Source: an optimization exercise on an open RTL-to-GDS flow (aim: small area, a short achievable clock period and few clock cycles per item). Production flows keep margins and buffers that such runs may drop.
RTL that was checked went through simulation tests only; none was proved equivalent to the original.
Power and IR drop assume default switching activity.

// mul_axil
module mul_axil (
  input  logic        Clk,
  input  logic        arst_n,
  input  logic        s_awvalid,
  output logic        s_awready,
  input  logic [7:0]  s_awaddr,
  input  logic        s_wvalid,
  output logic        s_wready,
  input  logic [31:0] s_wdata,
  input  logic [3:0]  s_wstrb,
  output logic        s_bvalid,
  input  logic        s_bready,
  output logic [1:0]  s_bresp,
  input  logic        s_arvalid,
  output logic        s_arready,
  input  logic [7:0]  s_araddr,
  output logic        s_rvalid,
  input  logic        s_rready,
  output logic [31:0] s_rdata,
  output logic [1:0]  s_rresp
);
  logic        bvalid, rvalid;
  logic        bresp_err, rresp_err;
  logic [31:0] rdata;
  logic [15:0] opa, opb;
  logic wr_fire, rd_fire, ctrl_go;
  logic aw_a, aw_b, aw_c;
  assign wr_fire = s_awvalid & s_wvalid & ~bvalid;
  assign rd_fire = s_arvalid & ~rvalid;
  assign aw_a = (s_awaddr == 8'h00);
  assign aw_b = (s_awaddr == 8'h04);
  assign aw_c = (s_awaddr == 8'h08);
  assign ctrl_go = wr_fire & aw_c & s_wstrb[0] & s_wdata[0];
  always_ff @(posedge Clk or negedge arst_n) begin
    if (!arst_n) begin
      opa <= '0;
      opb <= '0;
    end else begin
      if (wr_fire & aw_a & s_wstrb[0]) opa[7:0]  <= s_wdata[7:0];
      if (wr_fire & aw_a & s_wstrb[1]) opa[15:8] <= s_wdata[15:8];
      if (wr_fire & aw_b & s_wstrb[0]) opb[7:0]  <= s_wdata[7:0];
      if (wr_fire & aw_b & s_wstrb[1]) opb[15:8] <= s_wdata[15:8];
    end
  end
  logic        busy;           
  logic [1:0]  cnt;            
  logic [3:0]  dig;            
  logic [15:0] hs, hc;
  logic [3:0]  ps, pc;
  logic [11:0] lo;
  logic        done;
  function automatic logic [39:0] csa(input logic [19:0] x, input logic [19:0] y,
                                      input logic [19:0] z);
    logic [19:0] s, c;
    s = x ^ y ^ z;
    c = ((x & y) | (x & z) | (y & z)) << 1;
    csa = {s, c};
  endfunction
  logic [4:0]  pr;
  ...
For scale: roughly 680 cells after synthesis, roughly 130 flip-flops, ~100 I/O pins, roughly 8000 um2 of cells after synthesis.
==> module mul_axil, before the edit <==
module mul_axil (
  input  logic        Clk,
  input  logic        arst_n,
  input  logic        s_awvalid,
  output logic        s_awready,
  input  logic [7:0]  s_awaddr,
  input  logic        s_wvalid,
  output logic        s_wready,
  input  logic [31:0] s_wdata,
  input  logic [3:0]  s_wstrb,
  output logic        s_bvalid,
  input  logic        s_bready,
  output logic [1:0]  s_bresp,
  input  logic        s_arvalid,
  output logic        s_arready,
  input  logic [7:0]  s_araddr,
  output logic        s_rvalid,
  input  logic        s_rready,
  output logic [31:0] s_rdata,
  output logic [1:0]  s_rresp
);
  logic        bvalid, rvalid;
  logic        bresp_err, rresp_err;
  logic [31:0] rdata;
  logic [15:0] opa, opb;
  logic wr_fire, rd_fire, ctrl_go;
  logic aw_a, aw_b, aw_c;
  assign wr_fire = s_awvalid & s_wvalid & ~bvalid;
  assign rd_fire = s_arvalid & ~rvalid;
  assign aw_a = (s_awaddr == 8'h00);
  assign aw_b = (s_awaddr == 8'h04);
  assign aw_c = (s_awaddr == 8'h08);
  assign ctrl_go = wr_fire & aw_c & s_wstrb[0] & s_wdata[0];
  always_ff @(posedge Clk or negedge arst_n) begin
    if (!arst_n) begin
      opa <= '0;
      opb <= '0;
    end else begin
      if (wr_fire & aw_a & s_wstrb[0]) opa[7:0]  <= s_wdata[7:0];
      if (wr_fire & aw_a & s_wstrb[1]) opa[15:8] <= s_wdata[15:8];
      if (wr_fire & aw_b & s_wstrb[0]) opb[7:0]  <= s_wdata[7:0];
      if (wr_fire & aw_b & s_wstrb[1]) opb[15:8] <= s_wdata[15:8];
    end
  end
  logic        busy;           
  logic [1:0]  cnt;            
  logic [3:0]  dig;            
  logic [15:0] hs, hc;
  logic [3:0]  ps, pc;
  logic [11:0] lo;
  logic        done;
  function automatic logic [39:0] csa(input logic [19:0] x, input logic [19:0] y,
                                      input logic [19:0] z);
    logic [19:0] s, c;
    s = x ^ y ^ z;
    c = ((x & y) | (x & z) | (y & z)) << 1;
    csa = {s, c};
  endfunction
  logic [4:0]  pr;
  logic [19:0] r0, r1, r2, r3, r4, r5;
  logic [19:0] s1, c1, s2, c2, s3, c3, sn, cn;
  assign pr = {1'b0, ps & {4{busy}}} + {1'b0, pc & {4{busy}}};
  assign r0 = {4'h0, hs & {16{busy}}};
  assign r1 = {4'h0, hc & {16{busy}}};
  assign r2 = {4'h0, opb & {16{dig[0]}}};
  assign r3 = {3'h0, opb & {16{dig[1]}}, pr[4]};
  assign r4 = {2'h0, opb & {16{dig[2]}}, 2'h0};
  assign r5 = {1'h0, opb & {16{dig[3]}}, 3'h0};
  assign {s1, c1} = csa(r0, r1, r2);
  assign {s2, c2} = csa(r3, r4, r5);
  assign {s3, c3} = csa(s1, c1, s2);
  assign {sn, cn} = csa(s3, c3, c2);
  always_ff @(posedge Clk or negedge arst_n) begin
    if (!arst_n) begin
      hs   <= '0;
      hc   <= '0;
      ps   <= '0;
      pc   <= '0;
      lo   <= '0;
      cnt  <= '0;
      busy <= 1'b0;
      done <= 1'b0;
    end else begin
      if (ctrl_go | busy) begin
        hs  <= sn[19:4];
        hc  <= cn[19:4];
        ps  <= sn[3:0];
        pc  <= cn[3:0];
        cnt <= cnt + 2'd1;
      end
      if (busy) begin
        lo <= {pr[3:0], lo[11:4]};
      end
      if (ctrl_go) begin
        busy <= 1'b1;
      end else if (cnt == 2'd3) begin
        busy <= 1'b0;
      end
      if (ctrl_go) begin
        done <= 1'b0;
      end else if (busy & (cnt == 2'd1)) begin
        done <= 1'b1;
      end
    end
  end
  always_ff @(posedge Clk) begin
    if (busy) begin
      case (cnt)
        2'd1:    dig <= opa[11:8];
        2'd2:    dig <= opa[15:12];
        default: dig <= opa[3:0];
      endcase
    end else begin
      dig <= ctrl_go ? opa[7:4] : opa[3:0];
    end
  end
  logic [31:0] product;
  assign product = {{hs, ps} + {hc, pc}, lo};
  logic [31:0] rd_nxt;
  logic        rd_err;
  always_comb begin
    rd_nxt = '0;
    rd_err = 1'b0;
    case (s_araddr)
      8'h00:   rd_nxt = {16'h0, opa};
      8'h04:   rd_nxt = {16'h0, opb};
      8'h08:   rd_nxt = '0;
      8'h0C:   rd_nxt = {31'h0, done};
      8'h10:   rd_nxt = product;
      default: rd_err = 1'b1;
    endcase
  end
  always_ff @(posedge Clk or negedge arst_n) begin
    if (!arst_n) begin
      bvalid <= 1'b0;
      rvalid <= 1'b0;
    end else begin
      if (wr_fire)       bvalid <= 1'b1;
      else if (s_bready) bvalid <= 1'b0;
      if (rd_fire)       rvalid <= 1'b1;
      else if (s_rready) rvalid <= 1'b0;
    end
  end
  always_ff @(posedge Clk) begin
    if (!bvalid) bresp_err <= ~(aw_a | aw_b | aw_c);
    if (!rvalid) begin
      rdata     <= rd_nxt;
      rresp_err <= rd_err;
    end
  end
  assign s_awready = ~bvalid;
  assign s_wready  = ~bvalid;
  assign s_bvalid  = bvalid;
  assign s_bresp   = {bresp_err, 1'b0};
  assign s_arready = ~rvalid;
  assign s_rvalid  = rvalid;
  assign s_rdata   = rdata;
  assign s_rresp   = {rresp_err, 1'b0};
endmodule
Settings: LEC_CHECK=0, CAP_MARGIN=20, CORE_MARGIN=2, CORE_UTILIZATION=60, SETUP_SLACK_MARGIN=1.0, SLEW_MARGIN=20; clock period 3.2 ns.
standard.sh (not shown) runs the stock make flow with config.mk's settings and CLKGATE_MAP_FILE= SYNTH_SCRIPT=/design/flow/synth_recipe.tcl, a recipe that flattens the netlist after the stock synthesis.
==> flow/flow/run.sh <==
#!/bin/bash
# Standard layout, with plain buffers on the ports and resizing not tied to
# cell footprints. Each step's own log is also kept under orfs/logs/.
set -euo pipefail
bash standard.sh \
  "BUFFER_PORTS_ARGS=-buffer_cell sky130_fd_sc_hd__buf_2" \
  MATCH_CELL_FOOTPRINT=0 \
  finish > standard.log 2>&1
Edit:
--- a/flow/design.v
+++ b/flow/design.v
@@ -20,7 +20,7 @@
   output logic [1:0]  s_rresp
 );
   logic        bvalid, rvalid;
-  logic        bresp_err, rresp_err;
+  logic        bresp_err;
   logic [31:0] rdata;
   logic [15:0] opa, opb;
   logic wr_fire, rd_fire, ctrl_go;
@@ -43,6 +43,7 @@
     end
   end
   logic        busy;           
+  logic        fin;            
   logic [1:0]  cnt;            
   logic [3:0]  dig;            
   logic [15:0] hs, hc;
@@ -59,6 +60,7 @@
   logic [4:0]  pr;
   logic [19:0] r0, r1, r2, r3, r4, r5;
   logic [19:0] s1, c1, s2, c2, s3, c3, sn, cn;
+  logic [19:0] sum;
   assign pr = {1'b0, ps & {4{busy}}} + {1'b0, pc & {4{busy}}};
   assign r0 = {4'h0, hs & {16{busy}}};
   assign r1 = {4'h0, hc & {16{busy}}};
@@ -70,6 +72,7 @@
   assign {s2, c2} = csa(r3, r4, r5);
   assign {s3, c3} = csa(s1, c1, s2);
   assign {sn, cn} = csa(s3, c3, c2);
+  assign sum = {hs, ps} + {hc, pc};
   always_ff @(posedge Clk or negedge arst_n) begin
     if (!arst_n) begin
       hs   <= '0;
@@ -79,6 +82,7 @@
       lo   <= '0;
       cnt  <= '0;
       busy <= 1'b0;
+      fin  <= 1'b0;
       done <= 1'b0;
     end else begin
       if (ctrl_go | busy) begin
@@ -87,6 +91,11 @@
         ps  <= sn[3:0];
         pc  <= cn[3:0];
         cnt <= cnt + 2'd1;
+      end else if (fin) begin
+        hs  <= sum[19:4];
+        hc  <= '0;
+        ps  <= sum[3:0];
+        pc  <= '0;
       end
       if (busy) begin
         lo <= {pr[3:0], lo[11:4]};
@@ -96,6 +105,7 @@
       end else if (cnt == 2'd3) begin
         busy <= 1'b0;
       end
+      fin <= busy & (cnt == 2'd3) & ~ctrl_go;
       if (ctrl_go) begin
         done <= 1'b0;
       end else if (busy & (cnt == 2'd1)) begin
@@ -114,22 +124,9 @@
       dig <= ctrl_go ? opa[7:4] : opa[3:0];
     end
   end
-  logic [31:0] product;
-  assign product = {{hs, ps} + {hc, pc}, lo};
-  logic [31:0] rd_nxt;
-  logic        rd_err;
-  always_comb begin
-    rd_nxt = '0;
-    rd_err = 1'b0;
-    case (s_araddr)
-      8'h00:   rd_nxt = {16'h0, opa};
-      8'h04:   rd_nxt = {16'h0, opb};
-      8'h08:   rd_nxt = '0;
-      8'h0C:   rd_nxt = {31'h0, done};
-      8'h10:   rd_nxt = product;
-      default: rd_err = 1'b1;
-    endcase
-  end
+  logic sel_a, sel_b, sel_p, st_done, rd_err;
+  logic [7:0] ra;
+  assign ra = s_araddr;
   always_ff @(posedge Clk or negedge arst_n) begin
     if (!arst_n) begin
       bvalid <= 1'b0;
@@ -144,10 +141,18 @@
   always_ff @(posedge Clk) begin
     if (!bvalid) bresp_err <= ~(aw_a | aw_b | aw_c);
     if (!rvalid) begin
-      rdata     <= rd_nxt;
-      rresp_err <= rd_err;
+      sel_a   <= (ra == 8'h00);
+      sel_b   <= (ra == 8'h04);
+      sel_p   <= (ra == 8'h10) & ~busy;
+      st_done <= (ra == 8'h0C) & done;
+      rd_err  <= ~((ra == 8'h00) | (ra == 8'h04) | (ra == 8'h08) | (ra == 8'h0C)
+                   | (ra == 8'h10));
     end
   end
+  assign rdata = ({32{sel_p}} & {hs, ps, lo})
+               | {16'h0, {16{sel_a}} & opa}
+               | {16'h0, {16{sel_b}} & opb}
+               | {31'h0, st_done};
   assign s_awready = ~bvalid;
   assign s_wready  = ~bvalid;
   assign s_bvalid  = bvalid;
@@ -155,5 +160,5 @@
   assign s_arready = ~rvalid;
   assign s_rvalid  = rvalid;
   assign s_rdata   = rdata;
-  assign s_rresp   = {rresp_err, 1'b0};
+  assign s_rresp   = {rd_err, 1'b0};
 endmodule
Outcome: The changed run ran to the end with no violations. Combinational power came out higher by well over a third. Design area came out lower by a little under a tenth. Power came out lower by a quarter to a third. Sequential power came out lower by about a fifth. Routed wire length came out higher by a few percent.
Testbench counts after the change, summed over its fixed seeds: cycles 5,120, items 512.
The RTL of the first run of this note was laid out without a check of its function.

static timing again, ports no longer ideal:
No port has a modelled driver above. Below, the same layouts with a new extraction and two added sets of constraints.
Step 1 (the two cells are an assumption about what drives the block):
set clk [get_ports {Clk}]
set_driving_cell -lib_cell sky130_fd_sc_hd__clkbuf_16 $clk
set_driving_cell -lib_cell sky130_fd_sc_hd__buf_2 [delete_from_list [all_inputs] $clk]
Step 2 times the ports against the registers' clock, not the clock port: input delays grow and output delays shrink by t, the midpoint of the rising clock arrivals with the driver on.
a / b / c = no drivers / after step 1 / after step 2; a / b = the first two.
| run | t, ns | setup WS [ns] | hold WS [ns] | latest minus earliest clock arrival (ns) | worst register clock-pin slew, ns |
|---|---|---|---|---|---|
| the first run | 0.464 | 0.612 / 0.612 / 0.612 | 0.262 / 0.245 / 0.511 | 0.008 / 0.009 | 0.06 / 0.06 |
| the second run | 0.389 | 0.638 / 0.638 / 0.638 | 0.318 / 0.312 / 0.498 | 0.007 / 0.007 | 0.07 / 0.07 |
After both steps setup and hold are still met in every run listed.
